Source: an optimization exercise on an open RTL-to-GDS flow (aim: small area, a short achievable clock period and few clock cycles per item). Production flows keep margins and buffers that such runs may drop.
At most, simulation tests tie the RTL to the original design; equivalence was not proved.
Function not checked in runs 1 to 3: the RTL went through the layout flow alone.
Power figures rest on the tool's default switching activity, not on a simulated workload.

==> design/flow/design.v <==
`timescale 1ns / 1ps
`default_nettype none
package rbv_pkg;
  localparam logic [31:0] CRC_POLY  = 32'h82F6_3B78;
  localparam logic [31:0] CRC_INIT  = 32'hFFFF_FFFF;
  localparam logic [2:0] ST_OK      = 3'd0;
  localparam logic [2:0] ST_TRUNC   = 3'd1;
  localparam logic [2:0] ST_NEG_LEN = 3'd2;
  localparam logic [2:0] ST_BAD_LEN = 3'd3;
  localparam logic [2:0] ST_CRC     = 3'd4;
  function automatic logic [31:0] crc32c_byte(input logic [31:0] crc, input logic [7:0] b);
    logic [31:0] c;
    c = crc ^ {24'h0, b};
    for (int k = 0; k < 8; k++) begin
      c = c[0] ? ((c >> 1) ^ CRC_POLY) : (c >> 1);
    end
    crc32c_byte = c;
  endfunction
endpackage
`default_nettype wire
`timescale 1ns / 1ps
`default_nettype none
module record_batch_validator
(
  input  logic               clk,
  input  logic               rst,
  input  logic               in_valid,
  output logic               in_ready,
  input  logic [7:0]         data_byte,
  input  logic               end_of_span,
  input  logic               cfg_write,
  input  logic               cfg_data,
  output logic               out_valid,
  input  logic               out_ready,
  output logic               kind,
  output logic [7:0]         payload_byte,
  output logic [2:0]         status,
  output logic signed [63:0] batch_base,
  output logic [15:0]        attributes,
  output logic signed [63:0] writer_id,
  output logic signed [15:0] writer_epoch,
  output logic signed [31:0] first_seq,
  output logic signed [31:0] rec_count,
  output logic [31:0]        batch_size,
  output logic signed [63:0] final_offset,
  output logic               is_last
);
  logic       sv;
  logic [7:0] sb;
  logic       se;
  logic       xv;
  logic [7:0] xb;
  logic       xe;
  assign in_ready = !sv;
  assign xv = sv || in_valid;
  assign xb = sv ? sb : data_byte;
  assign xe = sv ? se : end_of_span;
  logic [31:0] cnt;        
  logic        pay;        
  logic        vdone;      
  logic        peek_mode;
  logic [63:0] bb;
  logic [31:0] tot;        
  logic        tcarry;
  logic        neg;        
  logic [31:0] hcrc;
  logic [15:0] attr;
  logic [63:0] wid;
  logic [15:0] ep;
  logic [31:0] seq;
  logic [31:0] rc;
  logic [31:0] crc;
  logic [63:0] fo;
  logic        ov;
  logic        okind;
  logic [2:0]  ost;
  logic        ofen;       
  logic        obsen;      
  logic [7:0]  pr;         
  logic        vpend;      
  logic        vchk;       
  logic [2:0]  vst;        
  logic [5:0]  hp;         
  logic        outfree;    
  logic        payfree;    
  logic        p0;
  logic        proceed;
  logic        act;
  logic        crcok;
  logic        is_last_pl;
  assign hp       = cnt[5:0] - 6'd1;
  assign outfree  = !vpend && (!ov || out_ready);
  assign payfree  = !(ov && !okind && !out_ready);
  assign p0       = !pay && (cnt[5:0] == 6'd1);
  assign proceed  = xv && (vdone || ((p0 && !xe) ? payfree : outfree));
  assign act      = proceed && !vdone;
  assign crcok    = ((crc ^ rbv_pkg::CRC_INIT) == hcrc);
  assign is_last_pl = (cnt == tot);
  logic [7:0] tsum;
  logic       tco;
  assign {tco, tsum} = {1'b0, (hp == 6'd11) ? {1'b0, xb[6:0]} : xb}
                     + ((hp == 6'd8) ? 9'd12 : {8'd0, tcarry});
  always_ff @(posedge clk) begin
    if (rst) begin
      cnt   <= 32'd1;
      pay   <= 1'b0;
      vdone <= 1'b0;
    end else if (proceed) begin
      if (xe) begin
        cnt   <= 32'd1;
        pay   <= 1'b0;
        vdone <= 1'b0;
      end else if (!vdone) begin
        cnt <= cnt + 32'd1;
        if (!pay && hp == 6'd35) begin
          pay   <= 1'b1;
          vdone <= neg || (tot < 32'd36) || peek_mode || (tot == 32'd36);
        end else if (pay) begin
          vdone <= is_last_pl;
        end
      end
    end
  end
  always_ff @(posedge clk) begin
    if (rst) begin
      sv <= 1'b0;
    end else if (sv) begin
      if (proceed) sv <= 1'b0;
    end else if (in_valid && !proceed) begin
      sv <= 1'b1;
    end
  end
  always_ff @(posedge clk) begin
    if (!sv) begin
      sb <= data_byte;
      se <= end_of_span;
    end
  end
  always_ff @(posedge clk) begin
    if (act && !pay) begin
      case (hp)
        6'd1:  bb[15:0]  <= {xb, pr};
        6'd2:  bb[23:16] <= xb;
        6'd3:  bb[31:24] <= xb;
        6'd4:  bb[39:32] <= xb;
        6'd5:  bb[47:40] <= xb;
        6'd6:  bb[55:48] <= xb;
        6'd7:  bb[63:56] <= xb;
        6'd8:  begin tot[7:0]   <= tsum; tcarry <= tco; end
        6'd9:  begin tot[15:8]  <= tsum; tcarry <= tco; end
        6'd10: begin tot[23:16] <= tsum; tcarry <= tco; end
        6'd11: begin tot[31:24] <= tsum; neg <= xb[7]; end
        6'd12: hcrc[7:0]   <= xb;
        6'd13: hcrc[15:8]  <= xb;
        6'd14: hcrc[23:16] <= xb;
        6'd15: hcrc[31:24] <= xb;
        6'd16: attr[7:0]   <= xb;
        6'd17: attr[15:8]  <= xb;
        6'd18: wid[7:0]    <= xb;
        6'd19: wid[15:8]   <= xb;
        6'd20: wid[23:16]  <= xb;
        6'd21: wid[31:24]  <= xb;
        6'd22: wid[39:32]  <= xb;
        6'd23: wid[47:40]  <= xb;
        6'd24: wid[55:48]  <= xb;
        6'd25: wid[63:56]  <= xb;
        6'd26: ep[7:0]     <= xb;
        6'd27: ep[15:8]    <= xb;
        6'd28: seq[7:0]    <= xb;
        6'd29: seq[15:8]   <= xb;
        6'd30: seq[23:16]  <= xb;
        6'd31: seq[31:24]  <= xb;
        6'd32: rc[7:0]     <= xb;
        6'd33: rc[15:8]    <= xb;
        6'd34: rc[23:16]   <= xb;
        6'd35: rc[31:24]   <= xb;
        default: ;
      endcase
    end
  end
  always_ff @(posedge clk) begin
    if (act) begin
      if (!pay && hp < 6'd16) crc <= rbv_pkg::CRC_INIT;
      else                    crc <= rbv_pkg::crc32c_byte(crc, xb);
    end
  end
  logic [2:0] fsq;         
  logic [1:0] fcar;
  logic       f_shift;
  logic       f_add;
  logic [7:0] f_addend;
  logic [9:0] f_sum;
  logic       fbusy;
  assign f_shift  = act && !pay && (hp >= 6'd1) && (hp <= 6'd8);
  assign f_add    = (act && !pay && (hp >= 6'd33) && (hp <= 6'd35)) || (fsq != 3'd0);
  assign f_addend = (fsq >= 3'd2) ? {8{rc[31]}} : pr;
  assign f_sum    = {2'b00, fo[7:0]} + {2'b00, f_addend} + {8'd0, fcar} + 10'd255;
  assign fbusy    = (fsq != 3'd0) && (fsq != 3'd5);
  always_ff @(posedge clk) begin
    if (f_shift || f_add) begin
      fo <= {f_shift ? pr : f_sum[7:0], fo[63:8]};
    end
    if (act && !pay && hp == 6'd32) begin
      fcar <= 2'd0;
    end else if (f_add) begin
      fcar <= f_sum[9:8];
    end
  end
  always_ff @(posedge clk) begin
    if (rst) begin
      fsq <= 3'd0;
    end else if (act && !pay && hp == 6'd35) begin
      fsq <= 3'd1;
    end else if (fsq == 3'd5) begin
      fsq <= 3'd0;
    end else if (fsq != 3'd0) begin
      fsq <= fsq + 3'd1;
    end
  end
  always_ff @(posedge clk) begin
    if (rst) begin
      peek_mode <= 1'b0;
    end else if (cfg_write) begin
      peek_mode <= cfg_data;
    end
  end
  always_ff @(posedge clk) begin
    if (act) pr <= xb;
  end
  always_ff @(posedge clk) begin
    if (rst) begin
      ov    <= 1'b0;
      vpend <= 1'b0;
    end else begin
      if (act && !pay && hp < 6'd35 && xe) begin
        ov    <= 1'b1;
        okind <= 1'b1;
        ost   <= rbv_pkg::ST_TRUNC;
        ofen  <= 1'b0;
        obsen <= 1'b0;
      end else if (act && pay) begin
        ov    <= 1'b1;
        okind <= 1'b0;
        ost   <= rbv_pkg::ST_OK;
        ofen  <= 1'b0;
        obsen <= 1'b0;
        if (is_last_pl) begin
          vpend <= 1'b1;
          vchk  <= 1'b1;
          vst   <= rbv_pkg::ST_OK;
        end else if (xe) begin
          vpend <= 1'b1;
          vchk  <= 1'b0;
          vst   <= rbv_pkg::ST_BAD_LEN;
        end
      end else if (vpend && (!ov || out_ready) && !fbusy) begin
        ov    <= 1'b1;
        okind <= 1'b1;
        ost   <= vchk ? (crcok ? rbv_pkg::ST_OK : rbv_pkg::ST_CRC) : vst;
        ofen  <= 1'b1;
        obsen <= vchk || (vst != rbv_pkg::ST_NEG_LEN);
        vpend <= 1'b0;
      end else if (ov && out_ready) begin
        ov <= 1'b0;
      end
      if (vpend && vchk) begin
        vchk <= 1'b0;
        vst  <= crcok ? rbv_pkg::ST_OK : rbv_pkg::ST_CRC;
      end
      if (act && !pay && hp == 6'd35) begin
        if (neg) begin
          vpend <= 1'b1; vchk <= 1'b0; vst <= rbv_pkg::ST_NEG_LEN;
        end else if (tot < 32'd36) begin
          vpend <= 1'b1; vchk <= 1'b0; vst <= rbv_pkg::ST_BAD_LEN;
        end else if (peek_mode) begin
          vpend <= 1'b1; vchk <= 1'b0; vst <= rbv_pkg::ST_OK;
        end else if (tot == 32'd36) begin
          vpend <= 1'b1; vchk <= 1'b1; vst <= rbv_pkg::ST_OK;
        end else if (xe) begin
          vpend <= 1'b1; vchk <= 1'b0; vst <= rbv_pkg::ST_BAD_LEN;
        end
      end
    end
  end
  assign out_valid    = ov;
  assign kind         = okind;
  assign is_last      = okind;
  assign status       = ost;
  assign payload_byte = pr & {8{!okind}};
  assign batch_base   = bb & {64{ofen}};
  assign attributes   = attr & {16{ofen}};
  assign writer_id    = wid & {64{ofen}};
  assign writer_epoch = ep & {16{ofen}};
  assign first_seq    = seq & {32{ofen}};
  assign rec_count    = rc & {32{ofen}};
  assign batch_size   = tot & {32{obsen}};
  assign final_offset = fo & {64{ofen}};
endmodule
`default_nettype wire
==> design/flow/run.sh <==
#!/bin/bash
# synth_recipe.tcl (not shown) runs the flow's synth.tcl, then flattens the netlist and writes it again
# the make line also repeats each setting of config.mk as NAME=value (left out here)
make -C /OpenROAD-flow-scripts/flow DESIGN_CONFIG=/design/flow/config.mk WORK_HOME=/design/flow/orfs CLKGATE_MAP_FILE= SYNTH_SCRIPT=/design/flow/synth_recipe.tcl finish
==> design/flow/config.mk <==
export PLATFORM = sky130hd
export DESIGN_NAME = record_batch_validator
export DESIGN_NICKNAME = record_batch_validator
export VERILOG_FILES = /design/flow/design.v
export SDC_FILE = /design/flow/constraint.sdc
export NUM_CORES = 4
export LEC_CHECK = 0
export CAP_MARGIN = 20
export CORE_MARGIN = 2
export CORE_UTILIZATION = 40
export PLACE_DENSITY = 0.6
export SETUP_SLACK_MARGIN = 4.0
export SLEW_MARGIN = 20
==> design/flow/constraint.sdc <==
create_clock -name core_clock -period 7.0 [get_ports {clk}]
set_input_delay 1.4000 -clock core_clock [delete_from_list [all_inputs] [get_ports {clk}]]
set_output_delay 1.4000 -clock core_clock [all_outputs]
set_load 0.01 [all_outputs]
==> results of run 1 <==
[power groups by stage]
stage	logic (mW)	registers (mW)	clock network (mW)
6_report	3.99	3.74	2.67
5_1_grt	4.31	3.77	2.81
4_1_cts	3.62	3.73	2.69
3_5_place_dp	3.00	3.78	0
3_3_place_gp	2.98	3.78	0
2_1_floorplan	2.22	3.67	0
[metrics by stage]
| step | area [um^2] | std cells |
|---|---|---|
| 2_1_floorplan | 20600 | 1518 |
| 3_3_place_gp | 24800 | 2490 |
| 3_5_place_dp | 24800 | 2490 |
| 4_1_cts | 28100 | 2696 |
| 5_1_grt | 29200 | 2785 |
| 6_report | 29200 | 2785 |
[placed cells by master, fill, tap and decap left out, types with 13 or more instances in the layout]
cell type	netlist	final
buf_12	0	21
nor2_1	76	55
dlymetal6s2s_1	0	31
inv_1	62	54
buf_6	0	106
xnor2_2	6	14
buf_2	3	52
nor4_1	18	17
nand3_1	19	13
clkdlybuf4s50_1	0	87
ha_1	37	30
a21oi_1	34	26
and2_4	0	127
clkbuf_2	0	88
and2_1	345	208
buf_4	2	126
clkbuf_16	0	57
nor2_4	0	19
xor2_1	100	96
dfxtp_1	52	45
nand4_1	17	17
edfxtp_1	404	404
nand2_1	67	63
xnor2_1	70	52
[routing by layer]
metal | vias up | share of wire, %
met1 | 7220 | 43
met2 | 609 | 48
li1 | 6391 | -
met4 | 0 | 2.5
met3 | 112 | 6.2
met5 | - | 0
[cell type report]
cell class,instances,area (um^2),share of cell area (%)
inverter,64,289,0.989
multi-input combinational,950,7950,27.2
tap,672,841,2.88
sequential,456,13200,45.1
clock inverter,31,378,1.29
clock buffer,57,1260,4.30
timing repair buffer,555,5320,18.2
[state kept, by name, summed over array words and instances, names as in the netlist, 16 cells and up]
signal / cells
attr: 16
cnt: 32
bb: 64
ep: 16
hcrc: 32
seq: 32
tot: 32
rc: 32
fo: 64
wid: 64
crc: 32
[worst reg2reg max path: stages, from the launching register on]
cell and delay [ps]:
edfxtp_1 420, inv_2 60, ha_4 280, inv_4 30, fa_1 540, ha_2 200, inv_2 40, fa_2 340
nor2b_2 130, o21ai_2 70, a21boi_1 190, o21ai_1 100, a21boi_1 190, nor2_1 70, mux2_4 250
[how the worst max path moves through the flow]
stage,end,slack (ps),from
3_3_place_gp,fo[10]$_DFFE_PP_,2240,out_ready
5_1_grt,rec_count[9],3350,ofen$_SDFFCE_PP0P_
2_1_floorplan,vchk$_DFFE_PN_,3040,out_ready
3_5_place_dp,fo[10]$_DFFE_PP_,2210,end_of_span
6_report,writer_id[28],3410,ofen$_SDFFCE_PP0P_
4_1_cts,first_seq[29],3410,ofen$_SDFFCE_PP0P_
[timing repair]
item	in CTS	in global routing
setup buffers	97	73
endpoints found under the setup margin	845	588
endpoints found under the hold margin	0	0
resized for setup	533	596
gates cloned	21	16
pin swaps	31	40
[logic make-up (layout without fill, tap and decap cells)]
group	Yosys count	after routing	synth area share, %
AOI/OAI and AO/OA	92	92	2.99
xor gates and xnor gates	179	179	8.15
adders and majority gates	39	39	2.50
buffers and inverters	121	707	2.46
DFF	456	456	65.4
muxes	19	21	1.04
and+or+nand+nor	612	619	17.5
==> metrics.md, run 1 <==
| Metric | Value |
|---|---|
| H-tree Lvls | `2` |
| Req. time, crit path | `between 5000 and 6000 ps` |
| Post-route ant nets | `0` |
| Detailed Route WL | `a little under 70000 um` |
| Area contributors post-synth | `edfxtp_1, and2_1, dfxtp_1` |
| Highest-delay cell along the critical path | `clkdlybuf4s50_1` |
| Vias in the first global route | `between 10k and 15k` |
| PnR Total Power | `10.4 mW` |
| Post-DP HPWL | `~39000 um` |
| Drt drc | `0` |
| Delay of the slowest critical-path stage | `around 540 ps` |
| Largest net degree at the start of global routing | `73` |
| Main synth FF type | `edfxtp_1` |
| Finished Core Util | `roughly 58%` |
| Asr flop ratio synth | `0%` |
| LEAKAGE | `~12 nW` |
| Switch share | `between 30% and 40%` |
| ANT cells | `0` |
| Initial antenna violation count | `0` |
| EDFF count, synth | `just over 400` |
| CTS Buf Count | `between 40 and 50` |
| #FFs+latches synth | `about 460` |
| Number of max-cap violations | `0` |
| Final min period | `about 3600 ps` |
| Peak supply drop | `299 uV` |
| Mean area per synthesized cell | `approximately 13 um^2` |
| R2R Path Start | `fo[1]$_DFFE_PP_` |
| Status | `timing/DRC/antenna clean` |
| Slew HR | `47.0%` |
| Clock sinks | `around 460` |
| WL/cell | `24.4 um` |
| Met3 GRT Util | `about 4.8%` |
| Synth Warn # | `1` |
| Die area | `about 52000 um^2` |
| Peak Freq | `278 MHz` |
| RR Endpoint | `fo[63]$_DFFE_PP_` |
| Worst Path Buf+Inv | `4` |
| Routability Congestion | `0.880` |
| IO Pins | `350` |
| Crit-path cells | `buf_6, buf_12, buf_6, and2_1, clkdlybuf4s50_1` |
| Clock skew | `around 13 ps` |
| CORE AREA | `50000 um^2` |
| GRT overflow | `0` |
| Top delay family on crit path | `buffers and inverters` |
| GRT met1 Usage | `between 30% and 40%` |
| Vias | `roughly 14k` |
| Die Span Y | `roughly 230 um` |
| Sequential power share | `36.0%` |
| Crit start category | `register` |
| Clock transition at path regs | `60 ps` |
| Logic pwr share | `a little under two fifths` |
| Final Max Tran Viols | `0` |
| Fillcell total | `just under 4k` |
| P_int | `~7 mW` |
| Hold crit path type | `register to register` |
| PD cells | `about 360 nW/um^2` |
| Buffers on Ports | `349` |
| Final hold vios | `0` |
| # nets final | `2130` |
| Row Count | `82` |
| Synth area leader | `edfxtp_1` |
| Total Routing Usage GR | `a little under a quarter` |
| Clock Path Buffers | `3` |
| Slew at the pin with the worst max-slew slack | `a little under 800 ps` |
| Starting density of the core | `40.3%` |
| Cts hold-fix bufs | `0` |
| Top-count cell post-synth | `edfxtp_1` |
| Path depth of the worst reg2reg path | `14` |
| Hold slack | `about 440 ps` |
| RSZ-0062 raised after global routing | `yes` |
| Most instantiated cells after synthesis | `edfxtp_1, and2_1, xor2_1` |
| Net load switching power | `~3.3 mW` |
| Cell Area, Synth | `between 20000 and 25000 um^2` |
| Min-delay src | `fo[26]$_DFFE_PP_` |
| Busiest layer in global routing | `met2` |
| Syn Nets | `1572` |
| Top cell type's share of synthesized area | `approximately 60%` |
| First-pass GRT wire length | `about 90000 um` |
| Worst Hold Path Cells | `0` |
| Number of cells on the critical path | `5` |
| Sum Neg Setup Slack | `0 ps` |
| Final setup viols | `0` |
| Number of vias per cell | `5.15` |
| DP Worst Slack | `2210 ps` |
| Met2 GRT Util | `about 39%` |
| Crit. End Element | `output pin` |
| Top cell by count, worst path | `buf_6` |
| CTS root buffer | `clkbuf_16` |
| Clk latency of the worst-skew pair | `roughly 600 ps` |
| Area growth from synthesis to layout | `45.1%` |
| Fraction of layout cells with a size suffix above 1 | `between 30% and 40%` |
| Synth cell types | `between 70 and 80` |
| Fin crit share | `approximately half` |
| Setup CP Type | `register to output pin` |
| Worst Path Arrival | `2190 ps` |
| Number of DRC markers in iteration 0 | `between 1k and 1.5k` |
| TritonCTS clock tree | `yes` |
| Pre-antenna DRT Iters | `5` |
| CP Max Fanout | `9` |
| Min-Delay Endpoint | `fo[18]$_DFFE_PP_` |
| Flop-to-flop setup slack | `between 3000 and 4000 ps` |
| Cell count after synthesis | `approximately 1.5k` |
| Die Wd | `between 200 and 250 um` |
| Worst setup margin | `roughly 3400 ps` |
| Sequential fraction of the synthesis area | `65.4%` |
| Clock share of power | `roughly a quarter` |
==> run 2, diff against run 1 <==
--- a/design/flow/config.mk
+++ b/design/flow/config.mk
@@ -5,9 +5,10 @@
 export SDC_FILE = /design/flow/constraint.sdc
 export NUM_CORES = 4
 export LEC_CHECK = 0
+export ABC_CLOCK_PERIOD_IN_PS = 2800
 export CAP_MARGIN = 20
 export CORE_MARGIN = 2
-export CORE_UTILIZATION = 40
-export PLACE_DENSITY = 0.6
+export CORE_UTILIZATION = 60
+export PLACE_DENSITY = 0.75
 export SETUP_SLACK_MARGIN = 4.0
 export SLEW_MARGIN = 20
==> run 2 against run 1 <==
Compared with the run above:
- area after synthesis is the same
- synthesized cell count is the same
- register-to-register slack lost 50 ps
- clock power shrank 14%
- highest routed layer is now met5
==> metrics.md, run 2 <==
| Metric | Value |
|---|---|
| Multiplexer area fraction after synthesis | `1.04% (unchanged)` |
| Peak supply drop | `592 uV (+98%)` |
| Cell count after synthesis | `1518 (unchanged)` |
| Pre-antenna DRT Iters | `6 (+1)` |
| Crit-path cells | `buf_4, clkbuf_16, bufbuf_16, and2_1, clkbuf_2` |
| Final min period | `3290 ps (-302 ps)` |
| Post-route ant nets | `0 (unchanged)` |
| Top delay family on crit path | `buffers and inverters` |
| Fin crit share | `47.0% (-4.3 points)` |
| Drt drc | `0 (unchanged)` |
| First-pass GRT wire length | `89900 um (-2.3%)` |
| Placed Area | `24500 um^2 (-1.2%)` |
| Synth area leader | `edfxtp_1` |
| WL/cell | `28.4 um (+17%)` |
| Syn Nets | `1572 (unchanged)` |
| Worst Path Arrival | `1890 ps (-300 ps)` |
| Synth Warn # | `1 (unchanged)` |
| H-tree Lvls | `2 (unchanged)` |
| Req. time, crit path | `5600 ps (about the same)` |
| CP Max Fanout | `19 (+10)` |
| Peak Freq | `304 MHz (+9.2%)` |
| Cts hold-fix bufs | `0 (unchanged)` |
| # nets final | `2088 (-2.0%)` |
| XOR/XNOR Fraction of Synth Area | `8.15% (unchanged)` |
| Hold crit path type | `register to register` |
| Design area | `28800 um^2 (-1.4%)` |
| Final setup viols | `0 (unchanged)` |
| PD cells | `354 nW/um^2 (-0.65%)` |
| Final hold vios | `0 (unchanged)` |
| Number of DRC markers in iteration 0 | `1963 (+51%)` |
| Area growth from synthesis to layout | `43.1%` |
| GRT overflow | `0 (unchanged)` |
| Adder-Cell Fraction of Synth Area | `2.50% (unchanged)` |
| Main synth FF type | `edfxtp_1` |
| TritonCTS clock tree | `yes` |
| Min-delay src | `fo[52]$_DFFE_PP_` |
| Setup crit start | `ofen$_SDFFCE_PP0P_` |
| Hold slack | `445 ps (+4.24 ps)` |
| CTS root buffer | `clkbuf_16` |
| Slew at the pin with the worst max-slew slack | `961 ps (+170 ps)` |
| Number of vias per cell | `6.12 (+19%)` |
| CTS Buf Count | `45 (-8.2%)` |
| Clk latency of the worst-skew pair | `550 ps (-40 ps)` |
| Initial antenna violation count | `6 (+6)` |
| CORE AREA | `33300 um^2 (-33%)` |
| Crit start category | `register` |
| LEAKAGE | `11.9 nW (+2.3%)` |
| Routability Congestion | `0.892 (+1.3%)` |
| Vias in the first global route | `14.2k (+3.9%)` |
| Clock skew | `18.9 ps (+6.17 ps)` |
| Top-count cell post-synth | `edfxtp_1` |
| Post-DP HPWL | `37000 um (-5.3%)` |
| Buffers on Ports | `349 (unchanged)` |
| Number of max-cap violations | `0 (unchanged)` |
| PnR Total Power | `10.2 mW (-2.0%)` |
| RSZ-0062 raised after global routing | `yes` |
| Top cell type's share of synthesized area | `60.2% (unchanged)` |
| Most instantiated cells after synthesis | `edfxtp_1, and2_1, xor2_1` |
| Most frequent cells in the layout | `edfxtp_1, and2_4, and2_1` |
| Mean area per synthesized cell | `13.3 um^2 (unchanged)` |
| Final Max Tran Viols | `0 (unchanged)` |
| Min-Delay Endpoint | `fo[44]$_DFFE_PP_` |
| Die area | `35000 um^2 (-33%)` |
| Worst Hold Path Cells | `0 (unchanged)` |
| Post-synthesis compound-gate area fraction | `2.99% (unchanged)` |
| R2R Path Start | `rc[31]$_DFFE_PP_` |
| Area contributors post-synth | `edfxtp_1, and2_1, dfxtp_1` |
| IO Pins | `350 (unchanged)` |
| Status | `timing/DRC/antenna clean` |
| Highest-delay cell along the critical path | `edfxtp_1` |
| Fraction of layout cells with a size suffix above 1 | `40.9% (+3.0 points)` |
| EDFF count, synth | `404 (unchanged)` |
| Slew HR | `35.9% (-11 points)` |
| Clock transition at path regs | `70 ps (about the same)` |
| Simple-Gate Fraction of Synth Area | `17.5% (unchanged)` |
| Die Span Y | `187 um (-18%)` |
| Worst Path Buf+Inv | `4 (unchanged)` |
| Main combinational cell family by area after synthesis | `simple AND/OR/NAND/NOR gates` |
| RR Endpoint | `fo[63]$_DFFE_PP_` |
| Cell Area, Synth | `20100 um^2 (unchanged)` |
| Finished Core Util | `86.6% (+28 points)` |
| Delay of the slowest critical-path stage | `400 ps (-140 ps)` |
| Starting density of the core | `60.5% (+20 points)` |
| Sum Neg Setup Slack | `0 ps (unchanged)` |
| Biggest regs | `bb: 64 flops, fo: 64 flops, wid: 64 flops` |
| Fillcell total | `1497 (-62%)` |
| Vias | `15.4k (+7.6%)` |
| Clock sinks | `456 (unchanged)` |
| Asr flop ratio synth | `0% (unchanged)` |
| Largest net degree at the start of global routing | `39 (-47%)` |
| Sequential fraction of the synthesis area | `65.4% (unchanged)` |
| Most common cell after layout, fill and taps aside | `edfxtp_1` |
| Path depth of the worst reg2reg path | `15 (+1)` |
| Die Wd | `187 um (-18%)` |
| Flop-to-flop setup slack | `3780 ps (-50 ps)` |
| #FFs+latches synth | `456 (unchanged)` |
| Clock Path Buffers | `3 (unchanged)` |
| Total Routing Usage GR | `34.4% (+11 points)` |
| Crit. End Element | `output pin` |
| Detailed Route WL | `71500 um (+5.5%)` |
| Setup CP Type | `register to output pin` |
| Synth cell types | `77 (unchanged)` |
| Row Count | `67 (-18%)` |
## run 2: cell counts after synthesis
Identical to the previous run, type by type.
## run 2: worst max-delay path by stage
stage,endpoint,slack [ps],cells after the start
after floorplan,vchk$_DFFE_PN_,3040,7
after global placement,fo[6]$_DFFE_PP_,1950,7
after detailed placement,fo[13]$_DFFE_PP_,1920,7
after CTS,batch_base[16],3520,4
after global routing,final_offset[50],3660,5
final,final_offset[50],3710,5
## run 2: cells by family after synthesis
| family | count (synthesis) |
|---|---|
| flops | 456 |
| mux | 19 |
| compound gates | 92 |
| simple gates | 612 |
| buf+inv | 121 |
| xor+xnor | 179 |
| fa+ha+maj | 39 |
## run 2: area by class of cell
| type | count | area (um^2) | share of cell area, % |
|---|---|---|---|
| Antenna cell | 5 | 12.5 | 0.0434 |
| Clock buffer | 55 | 1160 | 4.04 |
| Clock inverter | 26 | 186 | 0.647 |
| Inverter | 64 | 277 | 0.959 |
| Multi-Input combinational cell | 948 | 8090 | 28.1 |
| Sequential cell | 456 | 13200 | 45.8 |
| Tap cell | 448 | 561 | 1.94 |
| Timing Repair Buffer | 518 | 5330 | 18.5 |
| Timing Repair inverter | 1 | 7.51 | 0.0260 |
## run 2: routing by layer
layer | GRT usage, % | vias to the layer above | wire length, um
met5 | 0 | - | 13
met4 | 11.4 | 2 | 3900
met3 | 6.81 | 266 | 7990
met2 | 58.1 | 1309 | 34600
met1 | 45.2 | 7531 | 25000
li1 | - | 6316 | -
## run 2: metrics by stage
step | cells | setup slack, ps
2_1_floorplan | 1518 | 3040
3_3_place_gp | 2264 | 1950
3_5_place_dp | 2264 | 1920
4_1_cts | 2436 | 3520
5_1_grt | 2517 | 3660
6_report | 2521 | 3710
## run 2: what timing repair did
item | in CTS | in global routing
setup endpoints to repair | 846 | 586
gates resized for setup | 432 | 1021
pin swaps | 42 | 34
cloned | 18 | 31
setup buffers | 73 | 49
## run 2: power by group
| group | total (mW) | leakage (nW) | internal [mW] | switching [mW] |
|---|---|---|---|---|
| logic | 4.13 | 7.11 | 2.04 | 2.09 |
| clock network | 2.29 | 0.663 | 1.26 | 1.03 |
| registers | 3.77 | 4.10 | 3.49 | 0.275 |
==> run 3, diff against run 2 <==
==> design/flow/flow/run.sh (new file) <==
#!/bin/bash
# Standard layout, except that the port buffers are the small sky130 buffer
# instead of the delay buffer buffer_ports picks by default.
set -uo pipefail
bash standard.sh synth > synth.log 2>&1 || exit 1
export BUFFER_PORTS_ARGS="-buffer_cell sky130_fd_sc_hd__buf_1"
bash standard.sh > layout.log 2>&1
==> design/flow/standard.sh (new file) <==
#!/bin/bash
# synth_recipe.tcl (not shown) runs the flow's synth.tcl, then flattens the netlist and writes it again
# the make line also repeats each setting of config.mk as NAME=value (left out here)
make -C /OpenROAD-flow-scripts/flow DESIGN_CONFIG=/design/flow/config.mk WORK_HOME=/design/flow/orfs CLKGATE_MAP_FILE= SYNTH_SCRIPT=/design/flow/synth_recipe.tcl "${@:-finish}"
==> design/flow/config.mk (replaced) <==
export PLATFORM = sky130hd
export DESIGN_NAME = record_batch_validator
export DESIGN_NICKNAME = record_batch_validator
export VERILOG_FILES = /design/flow/design.v
export SDC_FILE = /design/flow/constraint.sdc
export NUM_CORES = 4
export LEC_CHECK = 0
export CAP_MARGIN = 20
export CORE_MARGIN = 2
export CORE_UTILIZATION = 40
export PLACE_DENSITY = 0.6
export SETUP_SLACK_MARGIN = 4.0
export SLEW_MARGIN = 20
removed: design/flow/run.sh
==> run 3 against run 2 <==
Compared with the run above:
- critical path depth stayed put
- hold slack got worse by 6.1 ps
- flip-flop and latch count unchanged
- sequential share of layout area rose by 4.7 points
- critical path type unchanged
- highest routed layer is now met4
==> metrics.md, run 3 <==
| Metric | Value |
|---|---|
| # nets final | `2002 (-4.1%)` |
| First-pass GRT wire length | `85400 um (-5.1%)` |
| IO Pins | `350 (unchanged)` |
| TritonCTS clock tree | `yes` |
| Crit. End Element | `output pin` |
| Clock skew | `19.2 ps (+0.313 ps)` |
| Synth cell types | `77 (unchanged)` |
| Vias in the first global route | `13.1k (-7.8%)` |
| Biggest regs | `bb: 64 flops, fo: 64 flops, wid: 64 flops` |
| Cell Area, Synth | `20100 um^2 (unchanged)` |
| Routability Congestion | `0.899 (+0.85%)` |
| CTS root buffer | `clkbuf_16` |
| Mean area per synthesized cell | `13.3 um^2 (unchanged)` |
| Final Max Tran Viols | `0 (unchanged)` |
| Cell count after synthesis | `1518 (unchanged)` |
| Detailed Route WL | `59800 um (-16%)` |
| Area contributors post-synth | `edfxtp_1, and2_1, dfxtp_1` |
| CORE AREA | `50000 um^2 (+50%)` |
| Number of max-cap violations | `0 (unchanged)` |
| Switch share | `31.5% (-1.8 points)` |
| CP Max Fanout | `18 (-1)` |
| Vias | `13.5k (-13%)` |
| Adder-Cell Fraction of Synth Area | `2.50% (unchanged)` |
| Peak supply drop | `233 uV (-61%)` |
| Top-count cell post-synth | `edfxtp_1` |
| Number of vias per cell | `5.07 (-17%)` |
| XOR/XNOR Fraction of Synth Area | `8.15% (unchanged)` |
| Largest net degree at the start of global routing | `73 (+87%)` |
| Post-route ant nets | `0 (unchanged)` |
| Worst Path Arrival | `1830 ps (-60 ps)` |
| Simple-Gate Fraction of Synth Area | `17.5% (unchanged)` |
| Slew at the pin with the worst max-slew slack | `834 ps (-128 ps)` |
| Sum Neg Setup Slack | `0 ps (unchanged)` |
| Hold slack | `439 ps (-6.05 ps)` |
| Syn Nets | `1572 (unchanged)` |
| Total Routing Usage GR | `21.9% (-12 points)` |
| Final min period | `3230 ps (-59.2 ps)` |
| EDFF count, synth | `404 (unchanged)` |
| Top cell type's share of synthesized area | `60.2% (unchanged)` |
| Synth area leader | `edfxtp_1` |
| Sequential fraction of the synthesis area | `65.4% (unchanged)` |
| Req. time, crit path | `5600 ps (about the same)` |
| Die area | `52200 um^2 (+49%)` |
| Buffers on Ports | `349 (unchanged)` |
| Fin crit share | `46.2% (-0.85 points)` |
| Logic pwr share | `35.3% (-5.2 points)` |
| Status | `timing/DRC/antenna clean` |
| P_int | `6.68 mW (-1.7%)` |
| Clock sinks | `456 (unchanged)` |
| LEAKAGE | `9.29 nW (-22%)` |
| Asr flop ratio synth | `0% (unchanged)` |
| Main combinational cell family by area after synthesis | `simple AND/OR/NAND/NOR gates` |
| CTS Buf Count | `48 (+6.7%)` |
| Most instantiated cells after synthesis | `edfxtp_1, and2_1, xor2_1` |
| Net load switching power | `3.07 mW (-9.6%)` |
| GRT met1 Usage | `30.2% (-15 points)` |
| #FFs+latches synth | `456 (unchanged)` |
| Clock transition at path regs | `60 ps (about the same)` |
| Most frequent cells in the layout | `edfxtp_1, buf_1, and2_1` |
| Finished Core Util | `52.3% (-34 points)` |
| Die Span Y | `228 um (+22%)` |
| RSZ-0062 raised after global routing | `yes` |
| Pre-antenna DRT Iters | `5 (-1)` |
| Slew HR | `44.2% (+8.3 points)` |
| Most common cell after layout, fill and taps aside | `edfxtp_1` |
| Clk latency of the worst-skew pair | `580 ps (+30 ps)` |
| WL/cell | `22.5 um (-21%)` |
| PD cells | `373 nW/um^2 (+5.5%)` |
| GRT overflow | `0 (unchanged)` |
| Final hold vios | `0 (unchanged)` |
| Clock share of power | `26.5% (+4.0 points)` |
| Hold crit path type | `register to register` |
| Sequential power share | `38.3% (+1.3 points)` |
| Met3 GRT Util | `4.30% (-2.5 points)` |
| Die Wd | `228 um (+22%)` |
| Number of DRC markers in iteration 0 | `1122 (-43%)` |
| Initial antenna violation count | `2 (-4)` |
| Cts hold-fix bufs | `0 (unchanged)` |
| Clock Path Buffers | `3 (unchanged)` |
| Multiplexer area fraction after synthesis | `1.04% (unchanged)` |
| Synth Warn # | `1 (unchanged)` |
| Main synth FF type | `edfxtp_1` |
| Setup CP Type | `register to output pin` |
| Area growth from synthesis to layout | `29.7%` |
| Peak Freq | `309 MHz (+1.8%)` |
| Crit start category | `register` |
| H-tree Lvls | `2 (unchanged)` |
| Row Count | `82 (+22%)` |
| Post-synthesis compound-gate area fraction | `2.99% (unchanged)` |
| Post-DP HPWL | `37500 um (+1.3%)` |
| Final setup viols | `0 (unchanged)` |
| Drt drc | `0 (unchanged)` |
| Starting density of the core | `40.3% (-20 points)` |
| Fraction of layout cells with a size suffix above 1 | `21.4% (-19 points)` |
| Met2 GRT Util | `35.7% (-22 points)` |
| Busiest layer in global routing | `met2` |
run 3: cell count changes in the layout (fill, tap and decap cells not counted), moves of 8 or more:
cell             delta
buf_6             -142
buf_2               +8
and2_2             +11
and2_4            -124
buf_4              -42
dlygate4sd2_1       -9
dlymetal6s2s_1     -55
clkbuf_16          -12
clkbuf_2           -97
clkdlybuf4s50_1     -9
buf_1             +287
and2_1            +112
run 3: worst paths after layout:
| path | cells after the start | endpoint | start | slack (ps) |
|---|---|---|---|---|
| min | 0 | fo[32]$_DFFE_PP_ | fo[40]$_DFFE_PP_ | 440 |
| max | 5 | final_offset[38] | ofen$_SDFFCE_PP0P_ | 3770 |
| max reg2reg | 14 | fo[63]$_DFFE_PP_ | fo[1]$_DFFE_PP_ | 3810 |
| min reg2reg | 0 | fo[32]$_DFFE_PP_ | fo[40]$_DFFE_PP_ | 440 |
run 3: per-stage QoR:
step | std cells | instance area, um^2 | power, mW | setup WS [ps]
after floorplan | 1518 | 20600 | 5.89 | 3040
after global placement | 2492 | 22600 | 6.56 | 2800
after detailed placement | 2492 | 22600 | 6.60 | 2730
after CTS | 2622 | 25400 | 9.45 | 3770
after global routing | 2659 | 26100 | 10.2 | 3700
final | 2660 | 26100 | 9.75 | 3770
run 3: repair_timing:
item	4_1_cts	5_1_grt
resized for setup	205	52
setup endpoints to repair	770	599
setup buffers	27	28
pin swaps	15	37
gates cloned	14	9
run 3: kinds of logic (layout without fill, tap and decap cells):
| kind of cell | count (synthesis) | after routing |
|---|---|---|
| buffers and inverters | 121 | 580 |
| adders and majority gates | 39 | 39 |
| and+or+nand+nor | 612 | 619 |
| xor gates and xnor gates | 179 | 179 |
| AOI/OAI and AO/OA | 92 | 94 |
| muxes | 19 | 20 |
| other | 0 | 1 |
| DFF | 456 | 456 |
run 3: area by class of cell:
type                       instances  area [um^2]
clock buffer                      57         1280
multi-input combinational        951         7660
antenna                            1         2.50
inverter                          64          277
clock inverter                    32          320
sequential                       456        13200
fill                            4281        23800
timing repair buffer             427         2550
tap                              672          841
run 3: layer usage:
metal	vias up	wire length, um
met5	-	0
met4	0	1240
met3	79	3710
met2	487	28700
met1	6751	26100
li1	6160	-
run 3: critical path: stages, from the launching register on:
cell      delay (ps)
edfxtp_1         420
buf_12           210
buf_12           130
buf_16           140
and2_1           140
buf_1            180
run 3: power groups by stage:
stage,logic (mW),registers [mW],clock network (mW)
finish,3.44,3.73,2.58
global route,3.73,3.77,2.72
CTS,3.11,3.73,2.62
detailed placement,2.82,3.78,0
global placement,2.79,3.77,0
floorplan,2.22,3.67,0
==> run 4, diff against run 3 <==
--- a/design/flow/design.v
+++ b/design/flow/design.v
@@ -184,38 +184,8 @@
       else                    crc <= rbv_pkg::crc32c_byte(crc, xb);
     end
   end
-  logic [2:0] fsq;         
-  logic [1:0] fcar;
-  logic       f_shift;
-  logic       f_add;
-  logic [7:0] f_addend;
-  logic [9:0] f_sum;
-  logic       fbusy;
-  assign f_shift  = act && !pay && (hp >= 6'd1) && (hp <= 6'd8);
-  assign f_add    = (act && !pay && (hp >= 6'd33) && (hp <= 6'd35)) || (fsq != 3'd0);
-  assign f_addend = (fsq >= 3'd2) ? {8{rc[31]}} : pr;
-  assign f_sum    = {2'b00, fo[7:0]} + {2'b00, f_addend} + {8'd0, fcar} + 10'd255;
-  assign fbusy    = (fsq != 3'd0) && (fsq != 3'd5);
-  always_ff @(posedge clk) begin
-    if (f_shift || f_add) begin
-      fo <= {f_shift ? pr : f_sum[7:0], fo[63:8]};
-    end
-    if (act && !pay && hp == 6'd32) begin
-      fcar <= 2'd0;
-    end else if (f_add) begin
-      fcar <= f_sum[9:8];
-    end
-  end
-  always_ff @(posedge clk) begin
-    if (rst) begin
-      fsq <= 3'd0;
-    end else if (act && !pay && hp == 6'd35) begin
-      fsq <= 3'd1;
-    end else if (fsq == 3'd5) begin
-      fsq <= 3'd0;
-    end else if (fsq != 3'd0) begin
-      fsq <= fsq + 3'd1;
-    end
+  always_ff @(posedge clk) begin
+    fo <= bb + {{32{rc[31]}}, rc} - 64'd1;
   end
   always_ff @(posedge clk) begin
     if (rst) begin
@@ -253,7 +223,7 @@
           vchk  <= 1'b0;
           vst   <= rbv_pkg::ST_BAD_LEN;
         end
-      end else if (vpend && (!ov || out_ready) && !fbusy) begin
+      end else if (vpend && (!ov || out_ready)) begin
         ov    <= 1'b1;
         okind <= 1'b1;
         ost   <= vchk ? (crcok ? rbv_pkg::ST_OK : rbv_pkg::ST_CRC) : vst;
@@ -262,10 +232,6 @@
         vpend <= 1'b0;
       end else if (ov && out_ready) begin
         ov <= 1'b0;
-      end
-      if (vpend && vchk) begin
-        vchk <= 1'b0;
-        vst  <= crcok ? rbv_pkg::ST_OK : rbv_pkg::ST_CRC;
       end
       if (act && !pay && hp == 6'd35) begin
         if (neg) begin
==> design/flow/run.sh (new file) <==
#!/bin/bash
# synth_recipe.tcl (not shown) runs the flow's synth.tcl, then flattens the netlist and writes it again
# the make line also repeats each setting of config.mk as NAME=value (left out here)
make -C /OpenROAD-flow-scripts/flow DESIGN_CONFIG=/design/flow/config.mk WORK_HOME=/design/flow/orfs CLKGATE_MAP_FILE= SYNTH_SCRIPT=/design/flow/synth_recipe.tcl finish
--- a/design/flow/config.mk
+++ b/design/flow/config.mk
@@ -9,5 +9,4 @@
 export CORE_MARGIN = 2
 export CORE_UTILIZATION = 40
 export PLACE_DENSITY = 0.6
-export SETUP_SLACK_MARGIN = 4.0
 export SLEW_MARGIN = 20
removed: design/flow/flow/run.sh
removed: design/flow/standard.sh
==> run 4 against run 3 <==
Compared with the run above:
- first-iteration DRC count grew 6.0%
- clock power up 5%
- global-route usage increased by 0.62 points
- power decreased by 18%
- die area up 17%
- non-clock buffer count shrank 72
- worst setup slack worse by 1200 ps
- clock skew up 1.9 ps
- hold slack improved by 3.5 ps
- register-to-register slack worse by 1200 ps
- clock-buffer cell count is 12 higher
- critical endpoint is now ep[8]$_DFFE_PP_
- highest routed layer unchanged
==> metrics.md, run 4 <==
| Metric | Value |
|---|---|
| Status | `timing/DRC/antenna clean` |
| Synth Warn # | `1 (unchanged)` |
| Slew HR | `27.3% (-17 points)` |
| DP Worst Slack | `1930 ps (-799 ps)` |
| Detailed Route WL | `69700 um (+17%)` |
| Crit-path cells | `clkdlybuf4s50_1, mux2i_4, and3_1, o22ai_2, nor4_1, nand3_1, nor2_1, and2_1` |
| Final Max Tran Viols | `0 (unchanged)` |
| First-pass GRT wire length | `103000 um (+21%)` |
| Setup CP Type | `primary input to register` |
| GRT overflow | `0 (unchanged)` |
| Sequential power share | `40.1% (+1.8 points)` |
| Largest net degree at the start of global routing | `289 (+300%)` |
| Path depth of the worst reg2reg path | `14 (unchanged)` |
| Mean area per synthesized cell | `10.7 um^2 (-19%)` |
| Worst Hold Path Cells | `0 (unchanged)` |
| Buffers on Ports | `349 (unchanged)` |
| Register area | `12400 um^2 (-5.8%)` |
| Post-CTS setup repair buffer count | `0 (-100%)` |
| Worst Path Buf+Inv | `1 (-3)` |
| Row Count | `88 (+7.3%)` |
| Asr flop ratio synth | `0% (unchanged)` |
| Post-CTS sizing | `0 (-100%)` |
| Delay of the slowest critical-path stage | `630 ps (+210 ps)` |
| Die area | `60900 um^2 (+17%)` |
| Clk latency of the worst-skew pair | `600 ps (+20 ps)` |
| Die Span Y | `247 um (+8.0%)` |
| Sum Neg Setup Slack | `0 ps (unchanged)` |
| Cts hold-fix bufs | `0 (unchanged)` |
| Area contributors post-synth | `edfxtp_1, dfxtp_1, and2_1` |
| Min-Delay Endpoint | `bb[5]$_DFFE_PP_` |
| Min-delay src | `pr[5]$_DFFE_PN_` |
| Cell Area, Synth | `23600 um^2 (+17%)` |
| Setup crit start | `end_of_span` |
| Fraction of layout cells with a size suffix above 1 | `4.62% (-17 points)` |
| Routability Congestion | `0.907 (+0.82%)` |
| Crit start category | `primary input` |
| R2R Path Start | `rc[31]$_DFFE_PP_` |
| Number of DRC markers in iteration 0 | `1189 (+6.0%)` |
| RSZ-0062 raised after global routing | `no` |
| Syn Nets | `2356 (+50%)` |
| Synth cell types | `66 (-14%)` |
| Top cell type's share of synthesized area | `43.3% (-17 points)` |
| Total Routing Usage GR | `22.5% (+0.62 points)` |
| Final setup viols | `0 (unchanged)` |
| Switch share | `29.1% (-2.4 points)` |
| Final min period | `4450 ps (+1220 ps)` |
| P_int | `5.68 mW (-15%)` |
| Flop-to-flop setup slack | `2640 ps (-1170 ps)` |
| CTS Buf Count | `50 (+4.2%)` |
| Top delay family on crit path | `simple AND/OR/NAND/NOR gates` |
| Top-count cell post-synth | `and2_1` |
| Number of vias per cell | `5.05 (-0.34%)` |
| EDFF count, synth | `340 (-16%)` |
| Vias in the first global route | `16.6k (+27%)` |
| Peak supply drop | `231 uV (-1.0%)` |
| Req. time, crit path | `7250 ps (+1650 ps)` |
| IO Pins | `350 (unchanged)` |
| Synth area leader | `edfxtp_1` |
| Biggest regs | `bb: 64 flops, fo: 64 flops, wid: 64 flops` |
| Hold crit path type | `register to register` |
| TritonCTS clock tree | `yes` |
| Clock skew | `21.1 ps (+1.95 ps)` |
| Final hold vios | `0 (unchanged)` |
| Most common cell after layout, fill and taps aside | `clkdlybuf4s50_1` |
| CORE AREA | `57900 um^2 (+16%)` |
| # nets final | `2685 (+34%)` |
| CP Max Fanout | `8 (-10)` |
| #FFs+latches synth | `451 (-1.1%)` |
| Slew at the pin with the worst max-slew slack | `1080 ps (+249 ps)` |
| CTS root buffer | `clkbuf_16` |
| Clock share of power | `33.7% (+7.2 points)` |
| Fin crit share | `63.6% (+17 points)` |
| Clock sinks | `451 (-1.1%)` |
| Clock Path Buffers | `3 (unchanged)` |
| Post-DP HPWL | `50900 um (+36%)` |
| Most instantiated cells after synthesis | `and2_1, edfxtp_1, inv_1` |
| PnR Total Power | `8.01 mW (-18%)` |
| H-tree Lvls | `2 (unchanged)` |
| Most frequent cells in the layout | `clkdlybuf4s50_1, and2_1, edfxtp_1` |
| Clock transition at path regs | `60 ps (about the same)` |
| Fillcell total | `5285 (+23%)` |
| Number of max-cap violations | `0 (unchanged)` |
| Highest-delay cell along the critical path | `nand3_1` |
| Logic pwr share | `26.2% (-9.1 points)` |
| Initial antenna violation count | `0 (-2)` |
| Starting density of the core | `40.7% (+0.38 points)` |
| Cell count after synthesis | `2205 (+45%)` |
| WL/cell | `20.9 um (-7.1%)` |
| LEAKAGE | `11.2 nW (+20%)` |
| Peak Freq | `225 MHz (-27%)` |
| ANT cells | `0 (-1)` |
| Main synth FF type | `edfxtp_1` |
| Die Wd | `247 um (+8.0%)` |
| Net load switching power | `2.33 mW (-24%)` |
| Crit. End Element | `register` |
| Hold slack | `442 ps (+3.52 ps)` |
| Pre-antenna DRT Iters | `7 (+2)` |
| Drt drc | `0 (unchanged)` |
| Vias | `16.9k (+25%)` |
| Area growth from synthesis to layout | `25.2%` |
| Post-route ant nets | `0 (unchanged)` |
| Sequential fraction of the synthesis area | `52.8% (-13 points)` |
| Worst Path Arrival | `4700 ps (+2870 ps)` |
| RR Endpoint | `fo[60]$_DFF_P_` |
| PD cells | `272 nW/um^2 (-27%)` |
| Multi-input gate area | `9880 um^2 (+29%)` |
| Worst setup margin | `2550 ps (-1220 ps)` |
-- run 4: changes by cell type after synthesis, moves of 18 or more --
cell	before	now
edfxtp_1	404	340
a21oi_1	34	105
o21ai_0	12	59
clkbuf_1	47	69
ha_1	37	135
o21bai_1	2	20
inv_1	62	256
nand4_1	17	36
xnor2_1	70	138
dfxtp_1	52	111
nor2_1	76	108
nand2_1	67	119
-- run 4: worst max path at each step --
stage / endpoint / slack [ps] / cells past startpoint
floorplan: bb[0]$_DFFE_PP_ / 130 / 6
global placement: seq[11]$_DFFE_PP_ / 2070 / 8
detailed placement: seq[1]$_DFFE_PP_ / 1930 / 8
CTS: seq[6]$_DFFE_PP_ / 2570 / 8
global route: ep[8]$_DFFE_PP_ / 2420 / 8
finish: ep[8]$_DFFE_PP_ / 2550 / 8
-- run 4: cell families (layout without fill, tap and decap cells) --
| group | Yosys count | in the layout | synth area share [%] |
|---|---|---|---|
| compound gates | 286 | 286 | 7.39 |
| xor+xnor | 236 | 236 | 9.23 |
| fa+ha+maj | 136 | 136 | 7.25 |
| buf+inv | 335 | 706 | 5.41 |
| flops | 451 | 451 | 52.8 |
| mux | 10 | 10 | 0.520 |
| simple gates | 751 | 751 | 17.4 |
-- run 4: metal layers --
metal	GRT usage, %	part of all wire [%]	up-vias	wire, um
li1	-	-	8115	-
met1	31.8	46	8106	32100
met2	36.3	46	554	32200
met3	3.32	5.5	94	3860
met4	5.88	2.2	0	1530
met5	0	0	-	0
-- run 4: power groups by stage --
stage | Sequential (mW) | Combinational, mW | Clock, mW
4_1_cts | 3.21 | 2.12 | 2.76
2_1_floorplan | 3.20 | 1.63 | 0
5_1_grt | 3.22 | 2.29 | 2.86
3_5_place_dp | 3.27 | 2.11 | 0
6_report | 3.21 | 2.10 | 2.70
3_3_place_gp | 3.27 | 2.10 | 0
-- run 4: per-stage QoR --
stage	std cells	area, um^2	utilization (%)
floorplan	2205	23600	-
global placement	3247	27800	47.9
detailed placement	3247	27800	48.0
CTS	3341	29500	50.9
global route	3341	29500	50.9
finish	3341	29500	50.9
-- run 4: cell type report --
type / instances / share of cell area, %
Sequential cell: 451 / 42.2
Timing Repair Buffer: 355 / 12.0
Multi-Input combinational cell: 1419 / 33.5
Inverter: 257 / 3.27
Clock inverter: 25 / 0.959
Tap cell: 765 / 3.25
Clock buffer: 69 / 4.83
Testbench counts of run 4, summed over its fixed seeds: cycles 30,199, bytes 30,182.

## afterwards: timing with drivers on the ports
Ports are ideal in the flow. The routed layouts listed here were re-timed in OpenROAD. Step 1, drivers: a clkbuf_16 drives clk and a buf_2 each remaining input, both assumed. Step 2, shift: input delay + t, output delay - t, t = (earliest + latest rising clock arrival at the registers) / 2. This alone moves slack from input paths to output paths. a / b / c = ideal ports / drivers / drivers and shift; a / b = the first two.
run	t, ns	setup slack, ns	hold WS [ns]	worst slew at a driven data input, ns
run 1	0.637	3.406 / 3.348 / 3.338	0.440 / 0.440 / 0.440	0.04
run 2	0.593	3.709 / 3.658 / 3.397	0.445 / 0.445 / 0.445	0.10
run 3	0.632	3.768 / 3.710 / 3.418	0.439 / 0.439 / 0.439	0.04
run 4	0.655	2.549 / 2.591 / 1.937	0.442 / 0.442 / 0.442	0.04
After both steps every run listed still meets setup and hold. The setup slack of run 4, which loses most, moves by +0.042 ns with the drivers and by -0.612 ns with both steps.
